What follows belongs to an exercise in optimizing a design on an open flow for small area; a production flow would make more cautious choices.
Only simulation tests tie the RTL to the original design; equivalence was not proved.
Power figures rest on the tool's default switching activity, not on a simulated workload.

==> design.v <==
module csr_file (
    input  logic        clk,
    input  logic        reset,
    input  logic        csr_valid,
    input  logic        csr_w_valid,
    input  logic [11:0] csr_ra,
    output logic [63:0] csr_rd,
    input  logic        wr_valid,
    input  logic [11:0] wr_addr,
    input  logic [63:0] wr_data,
    input  logic        commit_valid,
    input  logic        trap_valid,
    input  logic [63:0] trap_pc,
    input  logic [63:0] trap_cause,
    input  logic [63:0] trap_tval,
    input  logic        mret_valid,
    output logic        redirect_valid,
    output logic [63:0] redirect_pc
);
    typedef logic [63:0] word_t;
    localparam logic [11:0] A_MSTATUS  = 12'h300;
    localparam logic [11:0] A_MIE      = 12'h304;
    localparam logic [11:0] A_MTVEC    = 12'h305;
    localparam logic [11:0] A_MSCRATCH = 12'h340;
    localparam logic [11:0] A_MEPC     = 12'h341;
    localparam logic [11:0] A_MCAUSE   = 12'h342;
    localparam logic [11:0] A_MTVAL    = 12'h343;
    localparam logic [11:0] A_MIP      = 12'h344;
    localparam logic [11:0] A_MCYCLE   = 12'hB00;
    localparam logic [11:0] A_MINSTRET = 12'hB02;
    logic        st_mie, st_mpie;
    logic [1:0]  st_mpp;
    logic [63:2] mtvec, mepc;
    word_t       mie, mscratch, mcause, mtval, mip, mcycle, minstret;
    logic        redir_trap, redir_mret;
    logic unused_w_valid;
    assign unused_w_valid = csr_w_valid;
    logic wr_en;
    assign wr_en = wr_valid & ~trap_valid & ~mret_valid;
    logic w_mstatus, w_mie, w_mtvec, w_mscratch, w_mepc, w_mcause, w_mtval, w_mip, w_mcycle, w_minstret;
    assign w_mstatus  = wr_en & (wr_addr == A_MSTATUS);
    assign w_mie      = wr_en & (wr_addr == A_MIE);
    assign w_mtvec    = wr_en & (wr_addr == A_MTVEC);
    assign w_mscratch = wr_en & (wr_addr == A_MSCRATCH);
    assign w_mepc     = wr_en & (wr_addr == A_MEPC);
    assign w_mcause   = wr_en & (wr_addr == A_MCAUSE);
    assign w_mtval    = wr_en & (wr_addr == A_MTVAL);
    assign w_mip      = wr_en & (wr_addr == A_MIP);
    assign w_mcycle   = wr_en & (wr_addr == A_MCYCLE);
    assign w_minstret = wr_en & (wr_addr == A_MINSTRET);
    logic r_mstatus, r_mie, r_mtvec, r_mscratch, r_mepc, r_mcause, r_mtval, r_mip, r_mcycle, r_minstret;
    assign r_mstatus  = (csr_ra == A_MSTATUS);
    assign r_mie      = (csr_ra == A_MIE);
    assign r_mtvec    = (csr_ra == A_MTVEC);
    assign r_mscratch = (csr_ra == A_MSCRATCH);
    assign r_mepc     = (csr_ra == A_MEPC);
    assign r_mcause   = (csr_ra == A_MCAUSE);
    assign r_mtval    = (csr_ra == A_MTVAL);
    assign r_mip      = (csr_ra == A_MIP);
    assign r_mcycle   = (csr_ra == A_MCYCLE);
    assign r_minstret = (csr_ra == A_MINSTRET);
    logic byp;
    assign byp = (w_mstatus & r_mstatus) | (w_mie & r_mie) | (w_mtvec & r_mtvec) |
                 (w_mscratch & r_mscratch) | (w_mepc & r_mepc) | (w_mcause & r_mcause) |
                 (w_mtval & r_mtval) | (w_mip & r_mip) | (w_mcycle & r_mcycle) |
                 (w_minstret & r_minstret);
    logic s_reg, s_byp;
    assign s_reg = csr_valid & ~byp;
    assign s_byp = csr_valid & byp;
    word_t byp_mask;
    always_comb begin
        byp_mask = {64{s_byp}};
        if (r_mstatus) byp_mask = {51'd0, s_byp, s_byp, 3'd0, s_byp, 3'd0, s_byp, 3'd0};
        if (r_mtvec | r_mepc) byp_mask[1:0] = 2'b00;
    end
    word_t v_mstatus, v_mtvec, v_mepc;
    assign v_mstatus = {51'd0, st_mpp, 3'd0, st_mpie, 3'd0, st_mie, 3'd0};
    assign v_mtvec   = {mtvec, 2'b00};
    assign v_mepc    = {mepc, 2'b00};
    assign csr_rd = ({64{s_reg & r_mstatus}}  & v_mstatus) |
                    ({64{s_reg & r_mie}}      & mie)       |
                    ({64{s_reg & r_mtvec}}    & v_mtvec)   |
                    ({64{s_reg & r_mscratch}} & mscratch)  |
                    ({64{s_reg & r_mepc}}     & v_mepc)    |
                    ({64{s_reg & r_mcause}}   & mcause)    |
                    ({64{s_reg & r_mtval}}    & mtval)     |
                    ({64{s_reg & r_mip}}      & mip)       |
                    ({64{s_reg & r_mcycle}}   & mcycle)    |
                    ({64{s_reg & r_minstret}} & minstret)  |
                    (byp_mask & wr_data);
    always_ff @(posedge clk) begin
        redirect_valid <= ~reset & (trap_valid | mret_valid);
        redir_trap     <= trap_valid;
        redir_mret     <= ~trap_valid;
    end
    assign redirect_pc = ({64{redir_trap}} & {mtvec, 2'b00}) | ({64{redir_mret}} & {mepc, 2'b00});
    logic nr;
    assign nr = ~reset;
    logic l_mie, l_mtvec, l_mscratch, l_mip, l_mepc, l_mcause, l_mtval, l_mcycle, l_minstret;
    logic h_mie, h_mtvec, h_mscratch, h_mip, h_mepc, h_mcause, h_mtval, h_mcycle, h_minstret;
    logic t_ld;
    assign l_mie      = w_mie      & nr;
    assign l_mtvec    = w_mtvec    & nr;
    assign l_mscratch = w_mscratch & nr;
    assign l_mip      = w_mip      & nr;
    assign l_mepc     = w_mepc     & nr;
    assign l_mcause   = w_mcause   & nr;
    assign l_mtval    = w_mtval    & nr;
    assign l_mcycle   = w_mcycle   & nr;
    assign l_minstret = w_minstret & nr;
    assign h_mie      = ~(w_mie      | reset);
    assign h_mtvec    = ~(w_mtvec    | reset);
    assign h_mscratch = ~(w_mscratch | reset);
    assign h_mip      = ~(w_mip      | reset);
    assign h_mepc     = ~(w_mepc   | reset | trap_valid);
    assign h_mcause   = ~(w_mcause | reset | trap_valid);
    assign h_mtval    = ~(w_mtval  | reset | trap_valid);
    assign h_mcycle   = ~(w_mcycle   | reset);
    assign h_minstret = ~(w_minstret | reset);
    assign t_ld       = trap_valid & nr;
    localparam int CB = 8;
    word_t cy_c, cy_i;
    logic [63/CB:0] bc_c, bc_i;
    assign bc_c[0] = 1'b1;
    assign bc_i[0] = commit_valid & ~trap_valid;
    for (genvar b = 1; b < 64 / CB; b++) begin : g_blk
        assign bc_c[b] = bc_c[b-1] & (&mcycle[CB*(b-1) +: CB]);
        assign bc_i[b] = bc_i[b-1] & (&minstret[CB*(b-1) +: CB]);
    end
    for (genvar i = 0; i < 64; i++) begin : g_carry
        if (i % CB == 0) begin : g_first
            assign cy_c[i] = bc_c[i / CB];
            assign cy_i[i] = bc_i[i / CB];
        end else begin : g_next
            assign cy_c[i] = cy_c[i-1] & mcycle[i-1];
            assign cy_i[i] = cy_i[i-1] & minstret[i-1];
        end
    end
    always_ff @(posedge clk) begin
        mie      <= ({64{l_mie}}      & wr_data)       | ({64{h_mie}}      & mie);
        mtvec    <= ({62{l_mtvec}}    & wr_data[63:2]) | ({62{h_mtvec}}    & mtvec);
        mscratch <= ({64{l_mscratch}} & wr_data)       | ({64{h_mscratch}} & mscratch);
        mip      <= ({64{l_mip}}      & wr_data)       | ({64{h_mip}}      & mip);
        mepc     <= ({62{t_ld}} & trap_pc[63:2]) | ({62{l_mepc}}   & wr_data[63:2]) | ({62{h_mepc}}   & mepc);
        mcause   <= ({64{t_ld}} & trap_cause)    | ({64{l_mcause}} & wr_data)       | ({64{h_mcause}} & mcause);
        mtval    <= ({64{t_ld}} & trap_tval)     | ({64{l_mtval}}  & wr_data)       | ({64{h_mtval}}  & mtval);
        mcycle   <= ({64{l_mcycle}}   & wr_data) | ({64{h_mcycle}}   & (mcycle   ^ cy_c));
        minstret <= ({64{l_minstret}} & wr_data) | ({64{h_minstret}} & (minstret ^ cy_i));
    end
    always_ff @(posedge clk) begin
        if (reset) begin
            st_mie  <= 1'b0;
            st_mpie <= 1'b0;
            st_mpp  <= 2'b00;
        end else if (trap_valid) begin
            st_mie  <= 1'b0;
            st_mpie <= st_mie;
            st_mpp  <= 2'b11;
        end else if (mret_valid) begin
            st_mie  <= st_mpie;
            st_mpie <= 1'b1;
            st_mpp  <= 2'b11;
        end else if (w_mstatus) begin
            st_mie  <= wr_data[3];
            st_mpie <= wr_data[7];
            st_mpp  <= wr_data[12:11];
        end
    end
endmodule
==> flow/run.sh <==
#!/bin/bash
# Layout flow: the standard flow (standard.sh) with two changes:
#  - synthesis is the standard flow's script with ABC's mapping step run with an area-oriented
#    script (flow/abc_area.script); everything before ABC, including register
#    mapping and naming, is unchanged;
#  - port buffers are the smallest buffer (buf_1) rather than the resizer's pick.
# Every tool's output goes to the ORFS logs under orfs/logs, and make's to flow.log.
set -euo pipefail
W=$PWD
export AREA_ABC_SCRIPT=$W/flow/abc_area.script
export BUFFER_PORTS_ARGS="-buffer_cell sky130_fd_sc_hd__buf_1"
if [[ -f $W/flow/cts_args ]]; then export CTS_ARGS="$(cat $W/flow/cts_args)"; fi

{
  head -n 1 synth_recipe.tcl
  cat <<'EOT'
proc abc {args} {
  set i [lsearch -exact $args -script]
  if {$i >= 0} { set args [lreplace $args $i [expr {$i + 1}] -script $::env(AREA_ABC_SCRIPT)] }
  yosys abc {*}$args
}
EOT
  if [[ -f $W/flow/no_extract_fa ]]; then echo 'proc extract_fa {args} { }'; fi
  tail -n +2 synth_recipe.tcl
} > area_synth.tcl

sed "s#SYNTH_SCRIPT=[^ ]*#SYNTH_SCRIPT=$W/area_synth.tcl#" standard.sh > area_standard.sh
bash area_standard.sh > flow.log 2>&1
==> flow/abc_area.script <==
&get -n
&st
&dch
&nf -R 1000 -p -C 32 -F 8 -A 8 -a
&put
==> flow/cts_args <==
-sink_clustering_enable -repair_clock_nets -buf_list "sky130_fd_sc_hd__clkbuf_4 sky130_fd_sc_hd__clkbuf_8" -dont_use_dummy_load -sink_clustering_size 16 -sink_clustering_max_diameter 60
==> flow/no_extract_fa <==
==> standard.sh <==
#!/bin/bash
# synth_recipe.tcl (not shown) runs the flow's synth.tcl, then flattens the netlist and writes it again
# the make line also repeats each setting of config.mk as NAME=value (left out here)
make -C /OpenROAD-flow-scripts/flow DESIGN_CONFIG=/design/flow/config.mk WORK_HOME=/design/flow/orfs CLKGATE_MAP_FILE= SYNTH_SCRIPT=/design/flow/synth_recipe.tcl "${@:-finish}"
==> config.mk <==
export PLATFORM = sky130hd
export DESIGN_NAME = csr_file
export DESIGN_NICKNAME = csr_file
export VERILOG_FILES = /design/flow/design.v
export SDC_FILE = /design/flow/constraint.sdc
export NUM_CORES = 4
export LEC_CHECK = 0
export CAP_MARGIN = 10
export CORE_MARGIN = 2
export CORE_UTILIZATION = 60
export SLEW_MARGIN = 10
==> constraint.sdc <==
create_clock -name core_clock -period 7.0 [get_ports {clk}]
set_input_delay 1.4000 -clock core_clock [delete_from_list [all_inputs] [get_ports {clk}]]
set_output_delay 1.4000 -clock core_clock [all_outputs]
set_load 0.01 [all_outputs]
==> metrics.md, run 1 <==
| Metric | Value |
|---|---|
| Post-synth EDFFs | `0` |
| DRC viols | `0` |
| Hold Path Class | `reg -> reg` |
| PD cells | `200.7 nW/µm²` |
| Post-synth top cells | `dfxtp_1 (579), a22o_1 (379), a222oi_1 (196), clkinv_1 (194), nand2_1 (190)` |
| Total setup buffers inserted after CTS | `0` |
| Mapped Cells | `2320` |
| Setup Skew | `roughly 85 ps` |
| WL/cell | `about 26 µm` |
| Setup TNS | `0 ps` |
| Global-route wire length before repair | `between 100 and 150 mm` |
| Net count, final | `~3.1k` |
| Mean post-synth cell area | `10.12 µm²` |
| Post-DP HPWL | `54.67 mm` |
| Post-DP Area | `about 26000 µm²` |
| Sw Ratio | `25.54%` |
| Layout cells sized above 1 | `4.866%` |
| Met3 GRT Util | `a little over a tenth` |
| CTS max path bufs | `3` |
| Synth Flop Type | `dfxtp_1` |
| Area share of the largest cell type after synthesis | `49.39%` |
| Final Non-Filler Cells | `roughly 3.4k` |
| CP cell instances | `buf_1, nor2_1, nand2_1, nor3b_1, nand4b_1, o32ai_1, nor2_1, nand4_1, buf_4, and3b_4, buf_4, a22oi_1, nand4_1, buf_1` |
| Slew headroom | `10.39%` |
| Crit. End Element | `primary output` |
| Largest cells by area after synthesis | `dfxtp_1 (49%), a22o_1 (14%), a222oi_1 (8.4%), a22oi_1 (5.9%), clkinv_1 (3.1%)` |
| #FFs+latches synth | `579` |
| Largest net degree at the start of global routing | `88` |
| FP Rows | `72` |
| Initial antenna violation count | `9` |
| Die area | `40720 µm²` |
| Placed Cells | `approximately 3.3k` |
| Net load switching power | `1388 µW` |
| RSZ-0062 raised after global routing | `false` |
| Maximum clock rate | `154.3 MHz` |
| Final Hold Fails | `0` |
| Max stage delay on crit path | `roughly 560 ps` |
| Mapped cell area | `~23000 µm²` |
| CP Data Arrival Time | `around 5000 ps` |
| Vias post-DR | `24.49k` |
| Cell taking the most area after synthesis | `dfxtp_1` |
| Post-route minimum period | `between 6000 and 7000 ps` |
| Max cap viols | `0` |
| Clock buffer count from CTS | `44` |
| Most common cell in the netlist | `dfxtp_1` |
| Area Growth Syn to Fin | `15.34%` |
| Crit Path Class | `in -> out` |
| Clock slew at reported path FFs | `50 ps` |
| Final slew viol count | `0` |
| Busiest layer in global routing | `met2` |
| Clock Power Share | `around 30%` |
| Sink Count | `579` |
| Initial DRC Count | `3755` |
| Starting Density | `60.73%` |
| Combinational Power Share | `6.9%` |
| Total routed wirelength | `88.37 mm` |
| Die extent in x | `201.8 µm` |
| Synth unique cells | `44` |
| Routability Congestion | `around 0.9` |
| M1 GR Usage | `a little over half` |
| Ys async rst share | `0%` |
| Crit Path Max Fanout | `43` |
| Endpoints failing setup | `0` |
| Seq/Total Area, Yosys | `49.39%` |
| YS warnings | `1` |
| Post-route cell area | `roughly 27000 µm²` |
| Worst VDD drop | `0.1722 mV` |
| I/O Buffers | `411` |
| M2 GR Usage | `65.60%` |
| GR Overflow Total | `0` |
| GR Util All Layers | `41.67%` |
| Clock latency (worst-skew pair) | `670 ps` |
| First-pass DRT Iterations | `10` |
| Crit-path slowest cell | `nor2_1` |
| DIE HEIGHT | `slightly above 200 µm` |
| Final period utilization | `approximately 93%` |
| Placeable Area | `38650 µm²` |
| Total internal power | `4046 µW` |
| Drt via density | `roughly 7.3` |
| CTS H-tree depth | `2` |
| Actual slew at the worst max-slew pin | `1341 ps` |
| Status | `complete, no violations` |
| Critical Path RT | `5600 ps` |
| Root Buffer Master | `clkbuf_8` |
| Leak pwr | `0.009418 µW` |
| Hold Buf Count CTS | `0` |
| Final ANT Viol Nets | `0` |
| Seq pwr share | `63.0%` |
| CTS tree | `built` |
| I/O pin cnt | `417` |
| Vias in the first global route | `23.37k` |
| # resized after CTS | `0` |
| Element type at the critical path start | `input port` |
==> per-layer routing <==
metal	wire, µm	vias up
met2	39560	1860
met1	33360	11760
met5	28	-
li1	-	10590
met4	3930	4
met3	11480	283
==> power groups by stage <==
| stage | Combinational, µW | Sequential, µW | Clock [µW] |
|---|---|---|---|
| 6_report | 376 | 3430 | 1630 |
| 5_1_grt | 399 | 3430 | 1750 |
| 4_1_cts | 364 | 3420 | 1630 |
| 3_5_place_dp | 362 | 3500 | 0 |
| 3_3_place_gp | 352 | 3490 | 0 |
| 2_1_floorplan | 163 | 3470 | 0 |
==> critical path, delay by kind of cell <==
family / cells / cell delay (ps)
AO/OA/AOI/OAI: 2 / 480
buffers and inverters: 4 / 870
AND/OR/NAND/NOR: 8 / 2340
==> layout make-up <==
class / count / area [µm²]
flip-flops and latches: 579 / 11600
fillers: 3131 / 11580
multi-input cells: 1546 / 11340
repair buffers: 473 / 2130
inverters: 194 / 728.2
well taps: 518 / 648.1
clock buffers: 44 / 605.6
diodes: 10 / 25.02
==> registers in the layout (all words and copies together), names as in the netlist <==
register and cells:
st_mpp 2, st_mpie 1, mcycle 64, minstret 64
redirect_valid 1, redir_trap 1, st_mie 1, mepc 62
mie 64, mcause 64, mip 64, mtvec 62
redir_mret 1, mtval 64, mscratch 64
==> cell families (layout without fill, tap and decap cells) <==
group	after synthesis	after routing	share of synthesized area [%]
compound gates	1056	1056	36.69
simple gates	463	463	9.804
buf+inv	196	711	3.167
flops	579	579	49.39
other cells	1	12	0.01598
xor+xnor	24	24	0.8956
mux	1	1	0.04265
==> worst paths after layout <==
| check | startpoint | to | slack, ps | depth (start not counted) |
|---|---|---|---|---|
| worst max-delay path | mret_valid | csr_rd[46] | 520 | 14 |
| worst min-delay path | mscratch[6] | mscratch[6] | 480 | 1 |
| worst max register to register | mcycle[0] | mcycle[63] | 1340 | 19 |
| worst min register to register | mscratch[6] | mscratch[6] | 480 | 1 |
==> cells in the final DEF, fill, tap and decap left out, types with 3 or more instances in the layout <==
cell type and count:
nor2_1 45, nand3_1 15, nor2b_1 10, a31o_1 3, xor2_1 8, nand4b_1 3, nor2b_4 3, nor3_1 9
and3_1 27, and4_1 7, buf_12 8, xnor2_1 16, nor2_4 15, a22oi_1 186, a311oi_1 3, a222oi_1 196
o31ai_1 59, and4b_1 3, dfxtp_1 577, clkinv_1 194, clkbuf_8 44, nand2_1 190, o21ai_0 68, a22o_1 379
nor3_2 3, a221oi_1 62, nand4_1 92, a31oi_1 11, a21o_1 5, buf_4 53, nor4b_1 6, and2_0 13
buf_1 410, nand2b_1 7, a21oi_1 75, diode_2 10
==> metrics by stage <==
stage / util, % / hold WS, ps / setup slack [ps] / total power, µW
final: 70.05 / 484.5 / 520.0 / 5434
after global routing: 70.02 / 494.6 / 184.4 / 5576
after global placement: 68.29 / 459.8 / 644.7 / 3846
after detailed placement: 68.29 / 464.0 / 620.3 / 3859
after floorplan: - / 444.4 / 344.4 / 3638
after CTS: 69.86 / 481.2 / 611.0 / 5418
==> inputs of run 2 (changes only) <==
--- a/flow/run.sh
+++ b/flow/run.sh
@@ -9,6 +9,7 @@
 W=$PWD
 export AREA_ABC_SCRIPT=$W/flow/abc_area.script
 export BUFFER_PORTS_ARGS="-buffer_cell sky130_fd_sc_hd__buf_1"
+if [[ -f $W/flow/gpl_keep_overflow ]]; then export GPL_KEEP_OVERFLOW="$(cat $W/flow/gpl_keep_overflow)"; fi
 if [[ -f $W/flow/cts_args ]]; then export CTS_ARGS="$(cat $W/flow/cts_args)"; fi
 
 {
==> flow/gpl_keep_overflow (new file) <==
0.3
==> metrics.md, run 2 <==
| Metric | Value |
|---|---|
| Root Buffer Master | `clkbuf_8 (unchanged)` |
| Global-route wire length before repair | `134.6 mm (was 134.3 mm)` |
| Slew headroom | `14.94% (was 10.39%)` |
| Net load switching power | `1371 µW (was 1388 µW)` |
| Ys async rst share | `0% (unchanged)` |
| Total internal power | `4034 µW (was 4046 µW)` |
| Placement Setup Slack | `703.8 ps (was 620.3 ps)` |
| Seq pwr share | `63.4% (was 63.0%)` |
| Initial antenna violation count | `12 (was 9)` |
| Vias in the first global route | `23.30k (was 23.37k)` |
| Clock latency (worst-skew pair) | `660 ps (was 670 ps)` |
| R2r setup slk | `1580 ps (was 1340 ps)` |
| Clock slew at reported path FFs | `80 ps (was 50 ps)` |
| Hold Path Class | `reg -> reg (unchanged)` |
| DRC viols | `0 (unchanged)` |
| Mapped cell area | `23470 µm² (unchanged)` |
| Area Growth Syn to Fin | `15.55% (was 15.34%)` |
| Critical Path Stages | `15 (was 14)` |
| Sw Ratio | `25.37% (was 25.54%)` |
| Most common cell after layout, fill and taps aside | `dfxtp_1 (unchanged)` |
| Final period utilization | `92.71% (was 92.57%)` |
| Combinational Power Share | `6.9% (about the same)` |
| # resized after CTS | `0 (unchanged)` |
| Crit-path slowest cell | `nor2_1 (unchanged)` |
| YS warnings | `1 (unchanged)` |
| Routability Congestion | `0.9823 (was 0.8818)` |
| Die area | `40720 µm² (unchanged)` |
| I/O pin cnt | `417 (unchanged)` |
| Worst VDD drop | `0.1910 mV (was 0.1722 mV)` |
| Largest cells by area after synthesis | `dfxtp_1 (49%), a22o_1 (14%), a222oi_1 (8.4%), a22oi_1 (5.9%), clkinv_1 (3.1%) (unchanged)` |
| Worst r2r src | `mcycle[1] (was mcycle[0])` |
| CTS tree | `built (unchanged)` |
| Maximum clock rate | `154.1 MHz (was 154.3 MHz)` |
| Hold Buf Count CTS | `0 (unchanged)` |
| CTS max path bufs | `3 (unchanged)` |
| CP delay by family, top | `simple AND/OR/NAND/NOR gates (unchanged)` |
| Synth Flop Type | `dfxtp_1 (unchanged)` |
| Post-synth EDFFs | `0 (unchanged)` |
| Vias post-DR | `24.25k (was 24.49k)` |
| Area share of the largest cell type after synthesis | `49.39% (unchanged)` |
| Met3 GRT Util | `8.417% (was 10.50%)` |
| Element type at the critical path start | `input port (unchanged)` |
| CP cell instances | `buf_1, nor2_1, nand2_1, nor3b_1, nand4b_1, o32ai_1, nor2_1, nand4_1, buf_4, nor2_4, buf_12, a22o_1, a221oi_1, nand4_1, buf_1 (was buf_1, nor2_1, nand2_1, nor3b_1, nand4b_1, o32ai_1, nor2_1, nand4_1, buf_4, and3b_4, buf_4, a22oi_1, nand4_1, buf_1)` |
| Final ANT Viol Nets | `0 (unchanged)` |
| Drt via density | `7.215 (was 7.280)` |
| Clock buffer count from CTS | `43 (was 44)` |
| Crit Path Max Fanout | `64 (was 43)` |
| Post-route minimum period | `6490 ps (was 6480 ps)` |
| Max cap viols | `0 (unchanged)` |
| Crit Path Class | `in -> out (unchanged)` |
| Hold_sp | `mie[43] (was mscratch[6])` |
| Sink Count | `579 (unchanged)` |
| Critical Path RT | `5600 ps (about the same)` |
| WL/cell | `26.27 µm (about the same)` |
| Setup TNS | `0 ps (unchanged)` |
| Starting Density | `60.73% (unchanged)` |
| First-pass DRT Iterations | `10 (unchanged)` |
| PD cells | `199.3 nW/µm² (was 200.7 nW/µm²)` |
| Largest net degree at the start of global routing | `173 (was 88)` |
| Cell taking the most area after synthesis | `dfxtp_1 (unchanged)` |
| Actual slew at the worst max-slew pin | `1258 ps (was 1341 ps)` |
| Pwr Total | `5405 µW (was 5434 µW)` |
| DIE HEIGHT | `201.8 µm (unchanged)` |
| Crit. End Element | `primary output (unchanged)` |
| M1 GR Usage | `53.59% (was 54.02%)` |
| Total setup buffers inserted after CTS | `0 (unchanged)` |
| Hold depth | `1 (unchanged)` |
| Net count, final | `3123 (was 3126)` |
| Setup Skew | `68.05 ps (was 84.88 ps)` |
| Busiest layer in global routing | `met2 (unchanged)` |
| RSZ-0062 raised after global routing | `false (unchanged)` |
| CTS H-tree depth | `2 (unchanged)` |
| Mapped Cells | `2320 (unchanged)` |
| Clock Power Share | `29.7% (was 30.0%)` |
| Most frequent cells in the layout | `dfxtp_1 (577), buf_1 (410), a22o_1 (379), a222oi_1 (196), clkinv_1 (194) (unchanged)` |
| Post-DP HPWL | `52.04 mm (was 54.67 mm)` |
| Die extent in x | `201.8 µm (unchanged)` |
| Status | `complete, no violations (unchanged)` |
| Final worst slack | `510.1 ps (was 520.0 ps)` |
| Final slew viol count | `0 (unchanged)` |
| Most common cell in the netlist | `dfxtp_1 (unchanged)` |
| FP Rows | `72 (unchanged)` |
| GR Overflow Total | `0 (unchanged)` |
| Leak pwr | `0.009423 µW (was 0.009418 µW)` |
| Post-synth top cells | `dfxtp_1 (579), a22o_1 (379), a222oi_1 (196), clkinv_1 (194), nand2_1 (190) (unchanged)` |
| I/O Buffers | `411 (unchanged)` |
| Final Hold Fails | `0 (unchanged)` |
| Initial DRC Count | `3647 (was 3755)` |
| Max stage delay on crit path | `550 ps (was 560 ps)` |
| GR Util All Layers | `41.64% (was 41.67%)` |
| CP Data Arrival Time | `5090 ps (was 5080 ps)` |
| Seq/Total Area, Yosys | `49.39% (unchanged)` |
| Total routed wirelength | `88.30 mm (was 88.37 mm)` |
| Endpoints failing setup | `0 (unchanged)` |
| #FFs+latches synth | `579 (unchanged)` |
| M2 GR Usage | `66.22% (was 65.60%)` |
| Mean post-synth cell area | `10.12 µm² (unchanged)` |
| RR Endpoint | `mcycle[63] (unchanged)` |
| Register-to-Register Path Depth | `20 (was 19)` |
| Worst Hold Endpoint | `mie[43] (was mscratch[6])` |
| Crit path buf inv count | `4 (unchanged)` |
| Placeable Area | `38650 µm² (unchanged)` |
| Layout cells sized above 1 | `4.765% (was 4.866%)` |
| Synth unique cells | `44 (unchanged)` |
run 2: cell counts after synthesis:
No cell type changed its count.
run 2: cell families (layout without fill, tap and decap cells):
group                  after synthesis  after routing  share of synthesized area, %
other                                1             12                       0.01598
flip-flops                         579            579                         49.39
XOR/XNOR                            24             24                        0.8956
AO/OA/AOI/OAI                     1056           1056                         36.69
AND/OR/NAND/NOR                    463            463                         9.804
multiplexers                         1              1                       0.04265
buffers and inverters              196            708                         3.167
run 2: metal layers:
| layer | wire length [µm] | vias to the layer above |
|---|---|---|
| met5 | 42 | - |
| met4 | 4085 | 6 |
| met3 | 10330 | 279 |
| met2 | 40150 | 1719 |
| met1 | 33690 | 11650 |
| li1 | - | 10590 |
run 2: worst max path at each step:
| stage | startpoint | end | slack (ps) |
|---|---|---|---|
| 6_report | mret_valid | csr_rd[21] | 510 |
| 5_1_grt | trap_valid | csr_rd[21] | 270 |
| 4_1_cts | mret_valid | csr_rd[49] | 680 |
| 3_5_place_dp | mret_valid | csr_rd[49] | 700 |
| 3_3_place_gp | mret_valid | csr_rd[49] | 740 |
| 2_1_floorplan | wr_addr[9] | csr_rd[12] | 340 |
run 2: power by group through the flow:
stage / Clock [µW] / Combinational [µW] / Sequential, µW
2_1_floorplan: 0 / 163 / 3470
3_3_place_gp: 0 / 352 / 3490
3_5_place_dp: 0 / 363 / 3500
4_1_cts: 1610 / 365 / 3420
5_1_grt: 1730 / 399 / 3430
6_report: 1610 / 374 / 3420
run 2: per-stage QoR:
step / utilization, % / cell area, µm² / cells / hold slack, ps
6_report: 70.17 / 27120 / 3361 / 487.6
5_1_grt: 70.16 / 27110 / 3359 / 500.4
4_1_cts: 70.10 / 27090 / 3351 / 486.6
3_5_place_dp: 68.57 / 26500 / 3308 / 464.0
3_3_place_gp: 68.57 / 26500 / 3308 / 460.5
2_1_floorplan: - / 23480 / 2321 / 444.4
run 2: worst reg2reg max path, delay by kind of cell, from the launching register on:
family | cells | cell delay (ps)
compound gates | 2 | 200
simple gates | 16 | 4360
buf+inv | 2 | 330
flops | 1 | 410
run 2: layout make-up:
cell class | count | area [µm²]
repair buffers | 471 | 2182
inverters | 194 | 728.2
well taps | 518 | 648.1
multi-input cells | 1546 | 11340
clock buffers | 43 | 591.8
flip-flops and latches | 579 | 11600
fillers | 3124 | 11530
diodes | 10 | 25.02
==> inputs of run 3 (changes only) <==
--- a/design.v
+++ b/design.v
@@ -60,10 +60,16 @@
     assign r_mcycle   = (csr_ra == A_MCYCLE);
     assign r_minstret = (csr_ra == A_MINSTRET);
     logic byp;
-    assign byp = (w_mstatus & r_mstatus) | (w_mie & r_mie) | (w_mtvec & r_mtvec) |
-                 (w_mscratch & r_mscratch) | (w_mepc & r_mepc) | (w_mcause & r_mcause) |
-                 (w_mtval & r_mtval) | (w_mip & r_mip) | (w_mcycle & r_mcycle) |
-                 (w_minstret & r_minstret);
+    assign byp = wr_en & |{A_MSTATUS  == wr_addr && r_mstatus,
+                           A_MIE      == wr_addr && r_mie,
+                           A_MTVEC    == wr_addr && r_mtvec,
+                           A_MSCRATCH == wr_addr && r_mscratch,
+                           A_MEPC     == wr_addr && r_mepc,
+                           A_MCAUSE   == wr_addr && r_mcause,
+                           A_MTVAL    == wr_addr && r_mtval,
+                           A_MIP      == wr_addr && r_mip,
+                           A_MCYCLE   == wr_addr && r_mcycle,
+                           A_MINSTRET == wr_addr && r_minstret};
     logic s_reg, s_byp;
     assign s_reg = csr_valid & ~byp;
     assign s_byp = csr_valid & byp;
@@ -77,17 +83,19 @@
     assign v_mstatus = {51'd0, st_mpp, 3'd0, st_mpie, 3'd0, st_mie, 3'd0};
     assign v_mtvec   = {mtvec, 2'b00};
     assign v_mepc    = {mepc, 2'b00};
-    assign csr_rd = ({64{s_reg & r_mstatus}}  & v_mstatus) |
-                    ({64{s_reg & r_mie}}      & mie)       |
-                    ({64{s_reg & r_mtvec}}    & v_mtvec)   |
-                    ({64{s_reg & r_mscratch}} & mscratch)  |
-                    ({64{s_reg & r_mepc}}     & v_mepc)    |
-                    ({64{s_reg & r_mcause}}   & mcause)    |
-                    ({64{s_reg & r_mtval}}    & mtval)     |
-                    ({64{s_reg & r_mip}}      & mip)       |
-                    ({64{s_reg & r_mcycle}}   & mcycle)    |
-                    ({64{s_reg & r_minstret}} & minstret)  |
-                    (byp_mask & wr_data);
+    word_t g_a, g_b, g_c, g_d;
+    assign g_a = ({64{s_reg & r_mie}}      & mie)      |
+                 ({64{s_reg & r_mtvec}}    & v_mtvec)  |
+                 ({64{s_reg & r_mscratch}} & mscratch);
+    assign g_b = ({64{s_reg & r_mepc}}     & v_mepc)   |
+                 ({64{s_reg & r_mcause}}   & mcause)   |
+                 ({64{s_reg & r_mtval}}    & mtval);
+    assign g_c = ({64{s_reg & r_mip}}      & mip)      |
+                 ({64{s_reg & r_mcycle}}   & mcycle)   |
+                 ({64{s_reg & r_minstret}} & minstret);
+    assign g_d = ({64{s_reg & r_mstatus}}  & v_mstatus) |
+                 (byp_mask & wr_data);
+    assign csr_rd = ~(~g_a & ~g_b & ~g_c & ~g_d);
     always_ff @(posedge clk) begin
         redirect_valid <= ~reset & (trap_valid | mret_valid);
         redir_trap     <= trap_valid;
--- a/flow/run.sh
+++ b/flow/run.sh
@@ -9,7 +9,6 @@
 W=$PWD
 export AREA_ABC_SCRIPT=$W/flow/abc_area.script
 export BUFFER_PORTS_ARGS="-buffer_cell sky130_fd_sc_hd__buf_1"
-if [[ -f $W/flow/gpl_keep_overflow ]]; then export GPL_KEEP_OVERFLOW="$(cat $W/flow/gpl_keep_overflow)"; fi
 if [[ -f $W/flow/cts_args ]]; then export CTS_ARGS="$(cat $W/flow/cts_args)"; fi
 
 {
==> flow/abc_area.script (replaced) <==
&get -n
&nf -R 1000 -p -C 32 -F 8 -A 8 -a
&put
--- a/config.mk
+++ b/config.mk
@@ -8,4 +8,5 @@
 export CAP_MARGIN = 10
 export CORE_MARGIN = 2
 export CORE_UTILIZATION = 60
+export GPL_ROUTABILITY_DRIVEN = 0
 export SLEW_MARGIN = 10
removed: flow/gpl_keep_overflow
==> metrics.md, run 3 <==
| Metric | Value |
|---|---|
| Actual slew at the worst max-slew pin | `1154 ps (was 1258 ps)` |
| Largest net degree at the start of global routing | `98 (was 173)` |
| DIE HEIGHT | `200.5 µm (was 201.8 µm)` |
| First-pass DRT Iterations | `12 (was 10)` |
| Status | `complete, no violations (unchanged)` |
| Crit. End Element | `primary output (unchanged)` |
| Hold Path Class | `reg -> reg (unchanged)` |
| Clock buffer count from CTS | `44 (was 43)` |
| Synth Flop Type | `dfxtp_1 (unchanged)` |
| CP Data Arrival Time | `5040 ps (was 5090 ps)` |
| Total routed wirelength | `81.98 mm (was 88.30 mm)` |
| Setup TNS | `0 ps (unchanged)` |
| Element type at the critical path start | `input port (unchanged)` |
| Area share of the largest cell type after synthesis | `50.02% (was 49.39%)` |
| Placeable Area | `37840 µm² (was 38650 µm²)` |
| Most common cell in the netlist | `dfxtp_1 (unchanged)` |
| Most common cell after layout, fill and taps aside | `dfxtp_1 (unchanged)` |
| Die extent in x | `200.5 µm (was 201.8 µm)` |
| Maximum clock rate | `155.3 MHz (was 154.1 MHz)` |
| CTS max path bufs | `3 (unchanged)` |
| Mapped cell area | `23170 µm² (was 23470 µm²)` |
| Crit Path Max Fanout | `31 (was 64)` |
| YS warnings | `1 (unchanged)` |
| Mean post-synth cell area | `10.32 µm² (was 10.12 µm²)` |
| Total setup buffers inserted after CTS | `0 (unchanged)` |
| Mapped Cells | `2246 (was 2320)` |
| Critical Path RT | `5600 ps (about the same)` |
| Starting Density | `61.23% (was 60.73%)` |
| DRC viols | `0 (unchanged)` |
| PD cells | `203.1 nW/µm² (was 199.3 nW/µm²)` |
| Post-synth top cells | `dfxtp_1 (579), a222oi_1 (378), a22o_1 (316), nand2_1 (230), clkinv_1 (191) (was dfxtp_1 (579), a22o_1 (379), a222oi_1 (196), clkinv_1 (194), nand2_1 (190))` |
| Cell taking the most area after synthesis | `dfxtp_1 (unchanged)` |
| Drt via density | `7.210 (was 7.215)` |
| GR Overflow Total | `0 (unchanged)` |
| Slew headroom | `22.91% (was 14.94%)` |
| FP Rows | `71 (was 72)` |
| WL/cell | `25.09 µm (was 26.27 µm)` |
| Largest cells by area after synthesis | `dfxtp_1 (50%), a222oi_1 (16%), a22o_1 (12%), nand2_1 (3.7%), clkinv_1 (3.1%) (was dfxtp_1 (49%), a22o_1 (14%), a222oi_1 (8.4%), a22oi_1 (5.9%), clkinv_1 (3.1%))` |
| RSZ-0062 raised after global routing | `false (unchanged)` |
| Clock slew at reported path FFs | `100 ps (was 80 ps)` |
| Clock latency (worst-skew pair) | `670 ps (was 660 ps)` |
| Initial antenna violation count | `5 (was 12)` |
| Worst VDD drop | `0.1848 mV (was 0.1910 mV)` |
| Pwr Total | `5409 µW (was 5405 µW)` |
| Post-synth EDFFs | `0 (unchanged)` |
| Final Hold Fails | `0 (unchanged)` |
| Initial DRC Count | `4526 (was 3647)` |
| Final period utilization | `92.00% (was 92.71%)` |
| Vias post-DR | `23.56k (was 24.25k)` |
| Die area | `40210 µm² (was 40720 µm²)` |
| Leak pwr | `0.009015 µW (was 0.009423 µW)` |
| Most frequent cells in the layout | `dfxtp_1 (577), buf_1 (410), a222oi_1 (378), a22o_1 (316), nand2_1 (230) (was dfxtp_1 (577), buf_1 (410), a22o_1 (379), a222oi_1 (196), clkinv_1 (194))` |
| CTS H-tree depth | `2 (unchanged)` |
| Vias in the first global route | `23.15k (was 23.30k)` |
| Final ANT Viol Nets | `0 (unchanged)` |
| Post-DP HPWL | `49.79 mm (was 52.04 mm)` |
| Hold Buf Count CTS | `0 (unchanged)` |
| Net count, final | `3043 (was 3123)` |
| Post-route minimum period | `6440 ps (was 6490 ps)` |
| Sink Count | `579 (unchanged)` |
| I/O pin cnt | `417 (unchanged)` |
| Area Growth Syn to Fin | `14.92% (was 15.55%)` |
| # resized after CTS | `0 (unchanged)` |
| Endpoints failing setup | `0 (unchanged)` |
| Global-route wire length before repair | `127.0 mm (was 134.6 mm)` |
| Setup Skew | `66.27 ps (was 68.05 ps)` |
| Synth unique cells | `35 (was 44)` |
| Crit Path Class | `in -> out (unchanged)` |
| Layout cells sized above 1 | `4.831% (was 4.765%)` |
| #FFs+latches synth | `579 (unchanged)` |
| I/O Buffers | `411 (unchanged)` |
| Ys async rst share | `0% (unchanged)` |
| GR Util All Layers | `38.91% (was 41.64%)` |
| Final slew viol count | `0 (unchanged)` |
| Max cap viols | `0 (unchanged)` |
| CTS tree | `built (unchanged)` |
| Root Buffer Master | `clkbuf_8 (unchanged)` |
| Filler Cell Count | `3082 (was 3124)` |
| Seq/Total Area, Yosys | `50.02% (was 49.39%)` |
run 3: path summary, 6_finish.rpt:
path              slack [ps]   startpoint      endpoint  cells after the start
setup / recovery         560   wr_addr[5]     csr_rd[9]                     13
hold / removal           480    mtval[10]     mtval[10]                      2
setup reg to reg        2520  minstret[0]  minstret[62]                     15
hold reg to reg          480    mtval[10]     mtval[10]                      2
run 3: metal layers:
| metal | wire length [µm] | vias up | share of wire [%] | track usage, % |
|---|---|---|---|---|
| li1 | - | 10320 | - | - |
| met1 | 30610 | 11340 | 37 | 49.61 |
| met5 | 30 | - | 0.037 | 0 |
| met2 | 37580 | 1654 | 46 | 62.39 |
| met3 | 10170 | 245 | 12 | 8.636 |
| met4 | 3589 | 4 | 4.4 | 19.52 |
run 3: power by group:
group          internal (µW)  switching, µW  total [µW]  leakage [µW]
logic                    120            258         378       0.00400
clock network            564           1050        1620      0.000316
registers               3360           50.2        3410       0.00470
total                   4050           1360        5410       0.00901
run 3: area by class of cell:
cell class	count	area [µm²]	share of cell area [%]
diodes	3	7.507	0.02819
clock buffers	44	605.6	2.274
inverters	191	716.9	2.692
multi-input cells	1475	11050	41.50
flip-flops and latches	579	11590	43.54
well taps	511	639.4	2.401
repair buffers	464	2017	7.574
run 3: cells by family (layout without fill, tap and decap cells):
group,after synthesis,after routing,synth area share (%)
simple gates,515,515,10.81
flops,579,579,50.02
xor+xnor,85,85,3.213
mux,2,2,0.08640
compound gates,871,871,32.69
other cells,1,5,0.01618
buf+inv,193,699,3.159
run 3: metrics by stage:
stage | hold slack [ps] | cells | util (%) | setup WS (ps) | instance area, µm²
after floorplan | 430.7 | 2247 | - | 516.7 | 23180
after global placement | 441.8 | 3220 | 68.71 | 366.5 | 26000
after CTS | 473.2 | 3264 | 70.31 | 212.5 | 26610
after global routing | 487.7 | 3265 | 70.36 | 205.7 | 26630
after detailed placement | 448.3 | 3220 | 68.71 | 256.3 | 26000
final | 475.3 | 3267 | 70.37 | 560.3 | 26630
run 3: critical path, stage by stage:
cell and delay [ps]:
buf_1 90, nor4_1 530, nand3_1 320, o22ai_1 250
nor4_1 70, a21oi_1 390, nand2b_2 460, buf_4 190
nor2_4 140, buf_12 260, a222oi_1 460, nand4_1 240
buf_1 180
==> inputs of run 4 (changes only) <==
--- a/config.mk
+++ b/config.mk
@@ -8,5 +8,4 @@
 export CAP_MARGIN = 10
 export CORE_MARGIN = 2
 export CORE_UTILIZATION = 60
-export GPL_ROUTABILITY_DRIVEN = 0
 export SLEW_MARGIN = 10
==> metrics.md, run 4 <==
| Metric | Value |
|---|---|
| Area Growth Syn to Fin | `14.92% (unchanged)` |
| Endpoints failing setup | `0 (unchanged)` |
| Register-to-Register Path Depth | `15 (unchanged)` |
| Post-DP HPWL | `49.79 mm (unchanged)` |
| Filler Cell Count | `3082 (unchanged)` |
| Hold Path Class | `reg -> reg (unchanged)` |
| Largest net degree at the start of global routing | `98 (unchanged)` |
| Vias post-DR | `23.56k (unchanged)` |
| Post-DP Area | `26000 µm² (unchanged)` |
| Mean post-synth cell area | `10.32 µm² (unchanged)` |
| Worst VDD drop | `0.1848 mV (unchanged)` |
| RR Endpoint | `minstret[62] (unchanged)` |
| Largest cells by area after synthesis | `dfxtp_1 (50%), a222oi_1 (16%), a22o_1 (12%), nand2_1 (3.7%), clkinv_1 (3.1%) (unchanged)` |
| Synth unique cells | `35 (unchanged)` |
| I/O pin cnt | `417 (unchanged)` |
| R2r setup slk | `2520 ps (about the same)` |
| Post-synth top cells | `dfxtp_1 (579), a222oi_1 (378), a22o_1 (316), nand2_1 (230), clkinv_1 (191) (unchanged)` |
| Die extent in x | `200.5 µm (unchanged)` |
| GR Util All Layers | `38.91% (unchanged)` |
| Area of the multi-input gates | `11050 µm² (unchanged)` |
| Placeable Area | `37840 µm² (unchanged)` |
| Initial antenna violation count | `5 (unchanged)` |
| Die area | `40210 µm² (unchanged)` |
| Crit path to | `csr_rd[9] (unchanged)` |
| Net count, final | `3043 (unchanged)` |
| Hold_sp | `mtval[10] (unchanged)` |
| First-pass DRT Iterations | `12 (unchanged)` |
| Area share of the largest cell type after synthesis | `50.02% (unchanged)` |
| Clock buffer count from CTS | `44 (unchanged)` |
| Post-route cell area | `26630 µm² (unchanged)` |
| Maximum clock rate | `155.3 MHz (unchanged)` |
| Layout cells sized above 1 | `4.831% (unchanged)` |
| GR Overflow Total | `0 (unchanged)` |
| Initial DRC Count | `4526 (unchanged)` |
| Mapped Cells | `2246 (unchanged)` |
| Root Buffer Master | `clkbuf_8 (unchanged)` |
| Slew headroom | `22.91% (unchanged)` |
| Post-synth EDFFs | `0 (unchanged)` |
| Fin Hold WS | `475.3 ps (unchanged)` |
| Crit Path Max Fanout | `31 (unchanged)` |
| Cell taking the most area after synthesis | `dfxtp_1 (unchanged)` |
| PD cells | `203.1 nW/µm² (unchanged)` |
| Final worst slack | `560.3 ps (unchanged)` |
| Most common cell after layout, fill and taps aside | `dfxtp_1 (unchanged)` |
| Global-route wire length before repair | `127.0 mm (unchanged)` |
| Status | `complete, no violations (unchanged)` |
| YS warnings | `1 (unchanged)` |
| FP Rows | `71 (unchanged)` |
| Clock latency (worst-skew pair) | `670 ps (about the same)` |
| Worst r2r src | `minstret[0] (unchanged)` |
| Critical Path RT | `5600 ps (about the same)` |
| Element type at the critical path start | `input port (unchanged)` |
| WL/cell | `25.09 µm (unchanged)` |
| Clock slew at reported path FFs | `100 ps (about the same)` |
| Ys async rst share | `0% (unchanged)` |
| Vias in the first global route | `23.15k (unchanged)` |
| Crit path launch | `wr_addr[5] (unchanged)` |
| Setup Skew | `66.27 ps (unchanged)` |
| Most frequent cells in the layout | `dfxtp_1 (577), buf_1 (410), a222oi_1 (378), a22o_1 (316), nand2_1 (230) (unchanged)` |
| I/O Buffers | `411 (unchanged)` |
| Routability Congestion | `0.8860` |
| CTS H-tree depth | `2 (unchanged)` |
| Reg area | `11590 µm² (unchanged)` |
| Final slew viol count | `0 (unchanged)` |
| Actual slew at the worst max-slew pin | `1154 ps (unchanged)` |
| Sink Count | `579 (unchanged)` |
| Crit. End Element | `primary output (unchanged)` |
| Crit Path Class | `in -> out (unchanged)` |
| RSZ-0062 raised after global routing | `false (unchanged)` |
| Placement Setup Slack | `256.3 ps (unchanged)` |
| Total routed wirelength | `81.98 mm (unchanged)` |
| CP Data Arrival Time | `5040 ps (about the same)` |
| Final ANT Viol Nets | `0 (unchanged)` |
| DIE HEIGHT | `200.5 µm (unchanged)` |
| Synth Flop Type | `dfxtp_1 (unchanged)` |
| Final period utilization | `92.00% (unchanged)` |
| CTS tree | `built (unchanged)` |
| Drt via density | `7.210 (unchanged)` |
| Setup TNS | `0 ps (unchanged)` |
| Max cap viols | `0 (unchanged)` |
| #FFs+latches synth | `579 (unchanged)` |
| Mapped cell area | `23170 µm² (unchanged)` |
| CTS max path bufs | `3 (unchanged)` |
| Post-route minimum period | `6440 ps (unchanged)` |
| Most common cell in the netlist | `dfxtp_1 (unchanged)` |
| Final Hold Fails | `0 (unchanged)` |
| Final Util | `70.37% (unchanged)` |
| Seq/Total Area, Yosys | `50.02% (unchanged)` |
| Starting Density | `61.23% (unchanged)` |
| Leak pwr | `0.009015 µW (unchanged)` |
| Hold Buf Count CTS | `0 (unchanged)` |
| DRC viols | `0 (unchanged)` |
-- run 4: cell counts in the layout (fill, tap and decap cells not counted) --
Identical to the previous run, type by type.
-- run 4: worst min path at each step --
| stage | end | slack, ps | cells after the start |
|---|---|---|---|
| after CTS | mtval[12] | 470 | 2 |
| after global routing | mtval[15] | 490 | 2 |
| after global placement | mtval[20] | 440 | 2 |
| after detailed placement | mtval[12] | 450 | 2 |
| after floorplan | mtval[10] | 430 | 2 |
| final | mtval[10] | 480 | 2 |
-- run 4: repair_timing --
item | CTS | global route
endpoints found under the hold margin | 0 | 0
buffers inserted | 0 | 0
gates resized for setup | 0 | 3
endpoints found under the setup margin | 0 | 32
-- run 4: cell type report --
cell class,count,area share (%)
sequential,579,43.54
multi-input combinational,1475,41.50
timing repair buffer,464,7.574
inverter,191,2.692
tap,511,2.401
clock buffer,44,2.274
antenna,3,0.02819
-- run 4: routing by layer --
layer / wire length [µm] / vias up / track usage, %
li1: - / 10320 / -
met1: 30610 / 11340 / 49.61
met2: 37580 / 1654 / 62.39
met3: 10170 / 245 / 8.636
met4: 3589 / 4 / 19.52
met5: 30 / - / 0
-- run 4: logic make-up after synthesis --
| family | share of synthesized area, % |
|---|---|
| other | 0.01618 |
| xor gates and xnor gates | 3.213 |
| buffers and inverters | 3.159 |
| AOI/OAI and AO/OA | 32.69 |
| DFF | 50.02 |
| muxes | 0.08640 |
| and+or+nand+nor | 10.81 |
-- run 4: critical path, cell delays in order --
cell and delay (ps):
buf_1 90, nor4_1 530, nand3_1 320, o22ai_1 250, nor4_1 70, a21oi_1 390
nand2b_2 460, buf_4 190, nor2_4 140, buf_12 260, a222oi_1 460, nand4_1 240
buf_1 180
-- run 4: through the flow --
stage,power (µW),instances
after global placement,3837,3220
after floorplan,3634,2247
final,5409,3267
after detailed placement,3852,3220
after global routing,5572,3265
after CTS,5400,3264
-- run 4: power breakdown --
group          total, µW  leakage (µW)  internal, µW  switching (µW)
logic                378       0.00400           120             258
clock network       1620      0.000316           564            1050
registers           3410       0.00470          3360            50.2
==> inputs of run 5 (changes only) <==
==> flow/abc_area.script (replaced) <==
&get -n
&st
&dch -x
&nf -R 100 -p -C 32 -F 8 -A 8 -a
&put
--- a/config.mk
+++ b/config.mk
@@ -8,4 +8,5 @@
 export CAP_MARGIN = 10
 export CORE_MARGIN = 2
 export CORE_UTILIZATION = 60
+export GPL_ROUTABILITY_DRIVEN = 0
 export SLEW_MARGIN = 10
==> metrics.md, run 5 <==
| Metric | Value |
|---|---|
| Status | `complete, no violations (unchanged)` |
| RSZ-0062 raised after global routing | `false (unchanged)` |
| Crit Path Class | `in -> out (unchanged)` |
| Mean post-synth cell area | `10.41 µm² (was 10.32 µm²)` |
| Synth Flop Type | `dfxtp_1 (unchanged)` |
| Setup Skew | `60.86 ps (was 66.27 ps)` |
| Mapped cell area | `23080 µm² (was 23170 µm²)` |
| Initial antenna violation count | `5 (unchanged)` |
| Post-synth top cells | `dfxtp_1 (579), a222oi_1 (378), a22o_1 (357), nand2_1 (217), clkinv_1 (193) (was dfxtp_1 (579), a222oi_1 (378), a22o_1 (316), nand2_1 (230), clkinv_1 (191))` |
| CTS max path bufs | `3 (unchanged)` |
| Final period utilization | `93.52% (was 92.00%)` |
| Post-route minimum period | `6546 ps (was 6440 ps)` |
| Leak pwr | `0.009189 µW (was 0.009015 µW)` |
| Initial DRC Count | `4768 (was 4526)` |
| Critical Path RT | `5600 ps (about the same)` |
| Total routed wirelength | `87.60 mm (was 81.98 mm)` |
| Largest net degree at the start of global routing | `153 (was 98)` |
| I/O pin cnt | `417 (unchanged)` |
| Most common cell after layout, fill and taps aside | `dfxtp_1 (unchanged)` |
| FP Rows | `71 (unchanged)` |
| Final ANT Viol Nets | `0 (unchanged)` |
| Net count, final | `3006 (was 3043)` |
| Layout cells sized above 1 | `4.492% (was 4.831%)` |
| GR Util All Layers | `41.88% (was 38.91%)` |
| Clock slew at reported path FFs | `60 ps (was 100 ps)` |
| Hold Buf Count CTS | `0 (unchanged)` |
| Most common cell in the netlist | `dfxtp_1 (unchanged)` |
| Slew headroom | `15.99% (was 22.91%)` |
| Final Hold Fails | `0 (unchanged)` |
| Die extent in x | `200.1 µm (was 200.5 µm)` |
| Pwr Total | `5439 µW (was 5409 µW)` |
| Area share of the largest cell type after synthesis | `50.23% (was 50.02%)` |
| #FFs+latches synth | `579 (unchanged)` |
| Total setup buffers inserted after CTS | `0 (unchanged)` |
| DIE HEIGHT | `200.1 µm (was 200.5 µm)` |
| Fin Hold WS | `484.6 ps (was 475.3 ps)` |
| Synth unique cells | `44 (was 35)` |
| Actual slew at the worst max-slew pin | `1260 ps (was 1154 ps)` |
| Cell taking the most area after synthesis | `dfxtp_1 (unchanged)` |
| Drt via density | `7.376 (was 7.210)` |
| CP Data Arrival Time | `5150 ps (was 5040 ps)` |
| First-pass DRT Iterations | `11 (was 12)` |
| Post-synth EDFFs | `0 (unchanged)` |
| CTS H-tree depth | `2 (unchanged)` |
| Vias post-DR | `23.85k (was 23.56k)` |
| Crit. End Element | `primary output (unchanged)` |
| Hold Path Class | `reg -> reg (unchanged)` |
| Placeable Area | `37760 µm² (was 37840 µm²)` |
| DRC viols | `0 (unchanged)` |
| Seq/Total Area, Yosys | `50.23% (was 50.02%)` |
| Clock buffer count from CTS | `44 (unchanged)` |
| Final slew viol count | `0 (unchanged)` |
| CTS tree | `built (unchanged)` |
| I/O Buffers | `411 (unchanged)` |
| Clock latency (worst-skew pair) | `670 ps (about the same)` |
| YS warnings | `1 (unchanged)` |
| Area Growth Syn to Fin | `14.77% (was 14.92%)` |
| Most frequent cells in the layout | `dfxtp_1 (577), buf_1 (411), a222oi_1 (378), a22o_1 (357), nand2_1 (217) (was dfxtp_1 (577), buf_1 (410), a222oi_1 (378), a22o_1 (316), nand2_1 (230))` |
| Element type at the critical path start | `input port (unchanged)` |
| Largest cells by area after synthesis | `dfxtp_1 (50%), a222oi_1 (16%), a22o_1 (14%), nand2_1 (3.5%), clkinv_1 (3.1%) (was dfxtp_1 (50%), a222oi_1 (16%), a22o_1 (12%), nand2_1 (3.7%), clkinv_1 (3.1%))` |
| Maximum clock rate | `152.8 MHz (was 155.3 MHz)` |
| Mapped Cells | `2217 (was 2246)` |
| Worst VDD drop | `0.1852 mV (was 0.1848 mV)` |
| Sink Count | `579 (unchanged)` |
| # resized after CTS | `0 (unchanged)` |
| Starting Density | `61.12% (was 61.23%)` |
| Endpoints failing setup | `0 (unchanged)` |
| PD cells | `205.3 nW/µm² (was 203.1 nW/µm²)` |
| Root Buffer Master | `clkbuf_8 (unchanged)` |
| Max cap viols | `0 (unchanged)` |
| GR Overflow Total | `0 (unchanged)` |
| Setup TNS | `0 ps (unchanged)` |
| Die area | `40050 µm² (was 40210 µm²)` |
| Crit Path Max Fanout | `30 (was 31)` |
| WL/cell | `27.10 µm (was 25.09 µm)` |
| Vias in the first global route | `22.85k (was 23.15k)` |
| Post-DP HPWL | `51.22 mm (was 49.79 mm)` |
| Global-route wire length before repair | `133.4 mm (was 127.0 mm)` |
| Ys async rst share | `0% (unchanged)` |
[run 5: changes by cell type after synthesis, sizes merged, moves of 12 or more]
cell / previous run / this run
o21ai: 107 / 73
nand4: 102 / 86
xor2: 50 / 34
a31oi: 0 / 12
nand3: 38 / 21
nor2: 46 / 68
a21o: 16 / 3
a21oi: 17 / 30
a22o: 316 / 357
nand2: 230 / 217
[run 5: report_power, final]
group          switching (µW)  internal [µW]  leakage [µW]
Combinational             256            118       0.00417
Sequential               65.5           3360       0.00470
Clock                    1070            565      0.000316
Total                    1400           4040       0.00919
[run 5: final cells by class]
cell class / instances / area (µm²)
diodes: 6 / 15.01
clock buffers: 44 / 605.6
fillers: 3059 / 11270
inverters: 193 / 724.4
multi-input cells: 1444 / 10970
flip-flops and latches: 579 / 11600
well taps: 511 / 639.4
repair buffers: 456 / 1931
[run 5: metal layers]
metal / up-vias / track usage, % / wire length, µm
met5: - / 0 / 0
met4: 0 / 20.63 / 4163
met3: 291 / 9.925 / 11840
met2: 1855 / 64.15 / 38630
met1: 11460 / 55.63 / 32970
li1: 10240 / - / -
[run 5: critical path, stage by stage]
cell,delay (ps)
buf_1,70
nor3_1,60
nand2_1,60
nor4_1,40
buf_4,170
and4b_1,210
a32oi_1,160
o211ai_1,120
nor4_1,440
o21ai_2,80
buf_4,240
nor2_4,900
buf_4,550
a222oi_1,210
nand4_1,200
buf_1,170
[run 5: final timing paths]
| kind | start | endpoint | slack [ps] | cells after the start |
|---|---|---|---|---|
| worst max-delay path | wr_addr[4] | csr_rd[54] | 450 | 16 |
| worst min-delay path | mtval[3] | mtval[3] | 480 | 2 |
| worst max register to register | mcycle[2] | mcycle[63] | 1230 | 17 |
| worst min register to register | mtval[3] | mtval[3] | 480 | 2 |
[run 5: cells by family (layout without fill, tap and decap cells)]
group                     Yosys count  count (layout)  synth area share (%)
DFF                               579             579                 50.23
AOI/OAI and AO/OA                 895             895                 34.10
and+or+nand+nor                   483             483                 10.02
muxes                               1               1               0.04338
xor gates and xnor gates           63              63                 2.391
buffers and inverters             195             693                 3.204
other                               1               8               0.01625
[run 5: per-stage QoR]
stage | utilization, % | worst slack [ps] | area, µm² | std cells
final | 70.15 | 453.7 | 26490 | 3233
after CTS | 70.11 | 580.1 | 26470 | 3227
after floorplan | - | 257.2 | 23080 | 2218
after global placement | 68.51 | 650.0 | 25870 | 3183
after global routing | 70.15 | 315.4 | 26480 | 3232
after detailed placement | 68.51 | 584.0 | 25870 | 3183
==> inputs of run 6 (changes only) <==
==> flow/abc_area.script (replaced) <==
&get -n
&st
&dch -x
&nf -R 60 -p -C 32 -F 8 -A 8 -a
&put
==> metrics.md, run 6 <==
| Metric | Value |
|---|---|
| Clock latency (worst-skew pair) | `620 ps (was 670 ps)` |
| Sink Count | `579 (unchanged)` |
| First-pass DRT Iterations | `15 (was 11)` |
| Vias post-DR | `24.10k (was 23.85k)` |
| Slew headroom | `11.24% (was 15.99%)` |
| Final slew viol count | `0 (unchanged)` |
| Synth Flop Type | `dfxtp_1 (unchanged)` |
| Hold Buf Count CTS | `0 (unchanged)` |
| CTS max path bufs | `3 (unchanged)` |
| Crit Path Class | `in -> out (unchanged)` |
| Drt via density | `7.350 (was 7.376)` |
| Total routed wirelength | `86.53 mm (was 87.60 mm)` |
| Vias in the first global route | `23.48k (was 22.85k)` |
| # resized after CTS | `0 (unchanged)` |
| Post-route minimum period | `6511 ps (was 6546 ps)` |
| Cell taking the most area after synthesis | `dfxtp_1 (unchanged)` |
| Leak pwr | `0.009156 µW (was 0.009189 µW)` |
| Post-synth top cells | `dfxtp_1 (579), a222oi_1 (378), a22o_1 (320), nand2_1 (259), clkinv_1 (193) (was dfxtp_1 (579), a222oi_1 (378), a22o_1 (357), nand2_1 (217), clkinv_1 (193))` |
| YS warnings | `1 (unchanged)` |
| Maximum clock rate | `153.6 MHz (was 152.8 MHz)` |
| Mapped Cells | `2252 (was 2217)` |
| PD cells | `203.9 nW/µm² (was 205.3 nW/µm²)` |
| Element type at the critical path start | `input port (unchanged)` |
| Setup TNS | `0 ps (unchanged)` |
| Most common cell after layout, fill and taps aside | `dfxtp_1 (unchanged)` |
| Die extent in x | `200.3 µm (was 200.1 µm)` |
| GR Overflow Total | `0 (unchanged)` |
| Final Hold Fails | `0 (unchanged)` |
| DIE HEIGHT | `200.3 µm (was 200.1 µm)` |
| CTS tree | `built (unchanged)` |
| Layout cells sized above 1 | `4.750% (was 4.492%)` |
| #FFs+latches synth | `579 (unchanged)` |
| Final period utilization | `93.01% (was 93.52%)` |
| Crit. End Element | `primary output (unchanged)` |
| FP Rows | `71 (unchanged)` |
| Endpoints failing setup | `0 (unchanged)` |
| Global-route wire length before repair | `132.3 mm (was 133.4 mm)` |
| Worst VDD drop | `0.1853 mV (was 0.1852 mV)` |
| Area share of the largest cell type after synthesis | `50.15% (was 50.23%)` |
| Most common cell in the netlist | `dfxtp_1 (unchanged)` |
| Setup Skew | `53.21 ps (was 60.86 ps)` |
| Post-DP Area | `25940 µm² (was 25870 µm²)` |
| Seq/Total Area, Yosys | `50.15% (was 50.23%)` |
| Post-synth EDFFs | `0 (unchanged)` |
| I/O pin cnt | `417 (unchanged)` |
| Clock slew at reported path FFs | `60 ps (about the same)` |
| Largest net degree at the start of global routing | `82 (was 153)` |
| GR Util All Layers | `40.98% (was 41.88%)` |
| Net count, final | `3048 (was 3006)` |
| Mean post-synth cell area | `10.26 µm² (was 10.41 µm²)` |
| Die area | `40100 µm² (was 40050 µm²)` |
| CTS H-tree depth | `2 (unchanged)` |
| Starting Density | `61.07% (was 61.12%)` |
| Largest cells by area after synthesis | `dfxtp_1 (50%), a222oi_1 (16%), a22o_1 (12%), nand2_1 (4.2%), clkinv_1 (3.1%) (was dfxtp_1 (50%), a222oi_1 (16%), a22o_1 (14%), nand2_1 (3.5%), clkinv_1 (3.1%))` |
| Most frequent cells in the layout | `dfxtp_1 (577), buf_1 (410), a222oi_1 (378), a22o_1 (320), nand2_1 (259) (was dfxtp_1 (577), buf_1 (411), a222oi_1 (378), a22o_1 (357), nand2_1 (217))` |
| Max cap viols | `0 (unchanged)` |
| WL/cell | `26.39 µm (was 27.10 µm)` |
| Mapped cell area | `23110 µm² (was 23080 µm²)` |
| Initial DRC Count | `4478 (was 4768)` |
| Ys async rst share | `0% (unchanged)` |
| Clock buffer count from CTS | `44 (unchanged)` |
| I/O Buffers | `411 (unchanged)` |
| Status | `complete, no violations (unchanged)` |
| Post-route cell area | `26590 µm² (was 26490 µm²)` |
| CP Data Arrival Time | `5110 ps (was 5150 ps)` |
| Hold Path Class | `reg -> reg (unchanged)` |
| Filler Cell Count | `3083 (was 3059)` |
| Area Growth Syn to Fin | `15.07% (was 14.77%)` |
| Initial antenna violation count | `11 (was 5)` |
| Final ANT Viol Nets | `0 (unchanged)` |
| Actual slew at the worst max-slew pin | `1328 ps (was 1260 ps)` |
| Crit Path Max Fanout | `36 (was 30)` |
| Root Buffer Master | `clkbuf_8 (unchanged)` |
| Total setup buffers inserted after CTS | `0 (unchanged)` |
| RSZ-0062 raised after global routing | `false (unchanged)` |
| Critical Path RT | `5600 ps (about the same)` |
| Post-DP HPWL | `51.62 mm (was 51.22 mm)` |
| DRC viols | `0 (unchanged)` |
| Placeable Area | `37840 µm² (was 37760 µm²)` |
| Synth unique cells | `42 (was 44)` |
[run 6: changes by cell type after synthesis, sizes merged, moves of 13 or more]
cell / change
o31ai: +18
nand2: +42
xnor2: -13
a22o: -37
nor2: -22
o21ai: +24
[run 6: stage by stage]
step                hold WS [ps]  instances  power, µW  setup WS (ps)  utilization (%)
floorplan                  430.7       2253       3635          526.6                -
global placement           459.7       3224       3846          623.0            68.55
detailed placement         461.6       3224       3860          565.9            68.55
CTS                        484.7       3268       5406          576.1            70.15
global route               500.0       3275       5588          278.2            70.24
finish                     482.1       3279       5421          489.3            70.27
[run 6: metal layers]
metal,share of wire (%),track usage (%),vias up
li1,-,-,10380
met3,14,9.909,279
met5,0.043,0,-
met1,37,53.30,11580
met4,4.3,20.82,6
met2,45,63.69,1855
[run 6: final timing paths]
path,start,end,slack (ps),cells after the start
hold reg to reg,mip[0],mip[0],480,1
hold / removal,mip[0],mip[0],480,1
setup reg to reg,minstret[0],minstret[63],2350,14
setup / recovery,wr_addr[10],csr_rd[61],490,15
[run 6: cell families (layout without fill, tap and decap cells)]
family	Yosys count	in the layout	share of synthesized area, %
AOI/OAI and AO/OA	909	909	33.82
DFF	579	579	50.15
other	1	12	0.01623
muxes	1	1	0.04331
buffers and inverters	195	700	3.200
xor gates and xnor gates	61	61	2.312
and+or+nand+nor	506	506	10.45
[run 6: power by group]
part           total [µW]  switching [µW]  internal (µW)
clock network        1620            1060            565
registers            3430            66.5           3360
logic                 373             255            119
[run 6: worst max-delay path: stages]
cell      delay, ps
buf_1            90
nor2_1           50
nand3_1         110
nor2_1          190
nand2_1         180
o22ai_1         130
nor4_1          270
a31oi_1         150
nand2b_1        160
buf_4           210
nor2_4         1000
buf_4           540
a222oi_1        160
nand4_1         220
buf_1           190
[run 6: cell type report]
| type | count | area [µm²] | area share [%] |
|---|---|---|---|
| sequential | 579 | 11600 | 43.62 |
| multi-input combinational | 1479 | 11030 | 41.47 |
| timing repair buffer | 463 | 1972 | 7.415 |
| inverter | 193 | 724.4 | 2.724 |
| tap | 511 | 639.4 | 2.404 |
| clock buffer | 44 | 605.6 | 2.277 |
| antenna | 10 | 25.02 | 0.09410 |

## what the ideal ports hide
In the flow no input, the clock included, has a driving cell. The finished layouts below were timed again as built, in two steps.
Step 1: set_driving_cell puts a clkbuf_16 on clk and a buf_2 on each other input, an assumption about the parent block.
Step 2 moves the port delays by t, midway between the first and last clock arrival at a register: inputs arrive t later, outputs are due t later. That takes back most of the time a late clock gives input paths.
Three values: no drivers, after step 1, after step 2; two values: the first two.
| run | t (ns) | setup slack, ns | worst data-port slew with drivers (ns) | pins driven straight from the clock port |
|---|---|---|---|---|
| run 1 | 0.681 | 0.520 / 0.501 / 0.501 | 0.11 | 1 |
| run 2 | 0.679 | 0.510 / 0.486 / 0.486 | 0.12 | 1 |
| run 3 | 0.693 | 0.560 / 0.541 / 0.541 | 0.09 | 1 |
| run 4 | 0.693 | 0.560 / 0.541 / 0.541 | 0.09 | 1 |
| run 5 | 0.703 | 0.454 / 0.418 / 0.418 | 0.09 | 1 |
| run 6 | 0.653 | 0.489 / 0.467 / 0.467 | 0.11 | 1 |
After both steps every run listed still meets setup and hold. For run 5, which loses most, drivers alone change the setup slack by -0.036 ns; drivers and shift together by -0.036 ns.
